From an optimization exercise on the open Yosys and OpenROAD flow, aimed at small area, a short achievable clock period and few clock cycles per item; shortcuts taken in it are not production practice.
The RTL was checked by simulation tests, not by an equivalence proof against the original design.

== build 5 ==
## infix_expression_evaluator_unit
module infix_expression_evaluator_unit (
    input  logic            clk,
    input  logic            rst_n,
    input  logic            in_valid,
    output logic            in_ready,
    input  logic [7:0]      char_code,
    input  logic            last,
    output logic            out_valid,
    input  logic            out_ready,
    output logic [47:0]     value,
    output logic [2:0]      status
);
For scale: roughly 13000 cells after synthesis, about 1600 flip-flops.
Settings: LEC_CHECK=0, CAP_MARGIN=20, CORE_MARGIN=2, CORE_UTILIZATION=40, SETUP_SLACK_MARGIN=5, SLEW_MARGIN=20; clock period 14.0 ns.
standard.sh (not shown) runs the stock make flow with config.mk's settings and CLKGATE_MAP_FILE= SYNTH_SCRIPT=/design/flow/synth_recipe.tcl, a recipe that flattens the netlist after the stock synthesis.
==> flow/flow/run.sh <==
#!/bin/bash
# Layout: the standard layout (standard.sh), with the timing repair aiming
# further below the clock period (SETUP_SLACK_MARGIN 8 instead of 5). The clock
# period, the constraints and every other setting are the standard flow's own.
set -euo pipefail
sed -e 's/SETUP_SLACK_MARGIN=5/SETUP_SLACK_MARGIN=8/' standard.sh > standard_m.sh
grep -q 'SETUP_SLACK_MARGIN=8' standard_m.sh
bash standard_m.sh > layout.log 2>&1
Testbench counts of build 5, summed over its fixed seeds: cycles 24,866, exprs 512.
> inputs changed (build 5 -> build 84)
==> flow/run.sh (new file) <==
#!/bin/bash
# synth_recipe.tcl (not shown) runs the flow's synth.tcl, then flattens the netlist and writes it again
# the make line also repeats each setting of config.mk as NAME=value (left out here)
make -C /OpenROAD-flow-scripts/flow DESIGN_CONFIG=/design/flow/config.mk WORK_HOME=/design/flow/orfs CLKGATE_MAP_FILE= SYNTH_SCRIPT=/design/flow/synth_recipe.tcl finish
removed: flow/flow/run.sh
removed: flow/standard.sh
[summary]
- Build 84 went all the way through synthesis, placement and routing and the layout is clean on timing, DRC and antenna.
- A critical path launch point of u_alu.mb_reg[1] is what build 84 shows, while u_alu.div_reg belongs to build 5.
- The met1 track demand over resource in build 84 sits 1.1 points below the value recorded for build 5.
- Per the comparison of build 84 with build 5, area added between synthesis and finish has increased, number of antenna violations at the first check in global routing has increased, final instance count without filler cells has remained practically unchanged, critical path data arrival time has increased.
- Of build 84 and build 5, the run reporting the lower met3 routed wirelength was build 5.
- Comparing build 84 and build 5, the higher total via count in the routed design was measured on build 84.
## Diff of input files: build 32 against build 84
==> flow/flow/run.sh (new file) <==
#!/bin/bash
# Layout: the standard layout (standard.sh), with the timing repair aiming
# further below the clock period (SETUP_SLACK_MARGIN 10 instead of 5). The clock
# period, the constraints and every other setting are the standard flow's own.
set -euo pipefail
sed -e 's/SETUP_SLACK_MARGIN=5/SETUP_SLACK_MARGIN=10/' standard.sh > standard_m.sh
grep -q 'SETUP_SLACK_MARGIN=10' standard_m.sh
bash standard_m.sh > layout.log 2>&1
==> flow/standard.sh (new file) <==
#!/bin/bash
# synth_recipe.tcl (not shown) runs the flow's synth.tcl, then flattens the netlist and writes it again
# the make line also repeats each setting of config.mk as NAME=value (left out here)
make -C /OpenROAD-flow-scripts/flow DESIGN_CONFIG=/design/flow/config.mk WORK_HOME=/design/flow/orfs CLKGATE_MAP_FILE= SYNTH_SCRIPT=/design/flow/synth_recipe.tcl "${@:-finish}"
removed: flow/run.sh
Findings:
- Looking at multi-input combinational cell area across build 84 and build 32, the one that comes out lower is build 84.
- Lower sequential share of layout area was reported by build 32, not build 84.
- Build 84 has a higher detailed placement HPWL than build 32.
- Diff build 84..build 32 | number of setup violations in the final report | unchanged
- Looking at count of buffers added by post-CTS timing repair for setup, build 32 sits 484 higher than build 84 does.
- Cmp build 84 and build 32 / final layout net count / lower: build 84
- Build 84 → build 32: cell depth of the worst setup path shows an increase of 1; core utilization has increased; area after detailed placement picked up an extra about 0.33%; layout overhead on the synthesized area rose by 13 points.

========
Another version of the RTL of infix_expression_evaluator_unit (not shown whole).
Size: about 11,000 cells after synthesis, ~110,000 um^2 of cells after synthesis.
export LEC_CHECK = 0
export CAP_MARGIN = 20
export CORE_MARGIN = 2
export CORE_UTILIZATION = 40
export CTS_BUF_LIST = sky130_fd_sc_hd__clkbuf_4 sky130_fd_sc_hd__clkbuf_8
export SETUP_SLACK_MARGIN = 5
export SLEW_MARGIN = 20
export TNS_END_PERCENT = 10
create_clock -name core_clock -period 14.0 [get_ports {clk}]
==> flow/flow/run.sh <==
#!/bin/bash
# Layout: the standard layout (standard.sh) with two changes to how it is
# made: the timing repair aims further below the clock period
# (SETUP_SLACK_MARGIN 9.5 instead of 5), and the buffers that the flow puts on
# every input and output port are sky130_fd_sc_hd__buf_4 instead of the default
# delay buffer. The clock period, the constraints and every other setting are
# the standard flow's own.
set -euo pipefail
sed -e 's/SETUP_SLACK_MARGIN=5/SETUP_SLACK_MARGIN=9.5/' standard.sh > standard_m.sh
grep -q 'SETUP_SLACK_MARGIN=9.5' standard_m.sh
export BUFFER_PORTS_ARGS="-buffer_cell sky130_fd_sc_hd__buf_4"
bash standard_m.sh > layout.log 2>&1
The baseline went through all stages and came out clean.
Testbench counts at the start, summed over its fixed seeds: cycles 24,566, exprs 512.
Then changed:
==> flow/flow/run.sh (replaced) <==
#!/bin/bash
# Layout: the standard layout (standard.sh) with two changes to how it is
# made: the timing repair aims further below the clock period
# (SETUP_SLACK_MARGIN 9.75 instead of 5), and the buffers that the flow puts on
# every input and output port are sky130_fd_sc_hd__buf_4 instead of the default
# delay buffer. The clock period, the constraints and every other setting are
# the standard flow's own.
set -euo pipefail
sed -e 's/SETUP_SLACK_MARGIN=5/SETUP_SLACK_MARGIN=9.75/' standard.sh > standard_m.sh
grep -q 'SETUP_SLACK_MARGIN=9.75' standard_m.sh
export BUFFER_PORTS_ARGS="-buffer_cell sky130_fd_sc_hd__buf_4"
bash standard_m.sh > layout.log 2>&1
Settings changed: CAP_MARGIN 20 to 30, SLEW_MARGIN 20 to 30.
=> Hold slack stays flat; cell area is higher slightly; core utilization rises by 0.75 points; maximum frequency goes up slightly; via count grows slightly.
Then changed:
==> flow/flow/run.sh (replaced) <==
#!/bin/bash
# Layout: the standard layout (standard.sh) with two changes to how it is
# made: the timing repair aims further below the clock period
# (SETUP_SLACK_MARGIN 9.5 instead of 5), and the buffers that the flow puts on
# every input and output port are sky130_fd_sc_hd__buf_4 instead of the default
# delay buffer. The clock period, the constraints and every other setting are
# the standard flow's own.
set -euo pipefail
sed -e 's/SETUP_SLACK_MARGIN=5/SETUP_SLACK_MARGIN=9.5/' standard.sh > standard_m.sh
grep -q 'SETUP_SLACK_MARGIN=9.5' standard_m.sh
export BUFFER_PORTS_ARGS="-buffer_cell sky130_fd_sc_hd__buf_4"
bash standard_m.sh > layout.log 2>&1
Settings changed: CAP_MARGIN 30 to 20, CTS_CLUSTER_SIZE from default to 30, SLEW_MARGIN 30 to 20.
After rerunning: Synthesized area does not change. Fmax drops by 1.6%. Synthesized cell count is unchanged. Wire length drops by 1.2%. Cell count drops by 0.62%. Global-route usage fell by 0.46 points. Register-to-register slack is worse by 0.08 ns. Die area stays the same.

## static timing again, ports no longer ideal
The results above use ideal ports. As a check the final layouts listed here were re-extracted and re-timed, cells and wires unchanged.
Step 1 assumes that a clkbuf_16 drives the clock port and a buf_2 every other input.
Step 2 also shifts input and output timing later by t, the mid clock arrival at the registers, as if the neighbouring blocks saw the same clock.
Three values: no drivers, after step 1, after step 2; two values: the first two.
run	shift t [ns]	setup slack, ns	worst register clock-pin slew, ns
build 5	0.960	7.839 / 7.839 / 7.839	0.08 / 0.08
build 84	0.954	7.033 / 7.033 / 7.033	0.08 / 0.08
build 32	0.984	8.608 / 8.608 / 8.608	0.08 / 0.08
the first run of note 2	1.113	9.199 / 9.199 / 9.199	0.08 / 0.08
the second run of note 2	1.108	9.275 / 9.275 / 9.275	0.07 / 0.07
the third run of note 2	1.113	9.199 / 9.199 / 9.199	0.08 / 0.08
After both steps setup and hold are still met in every run listed.
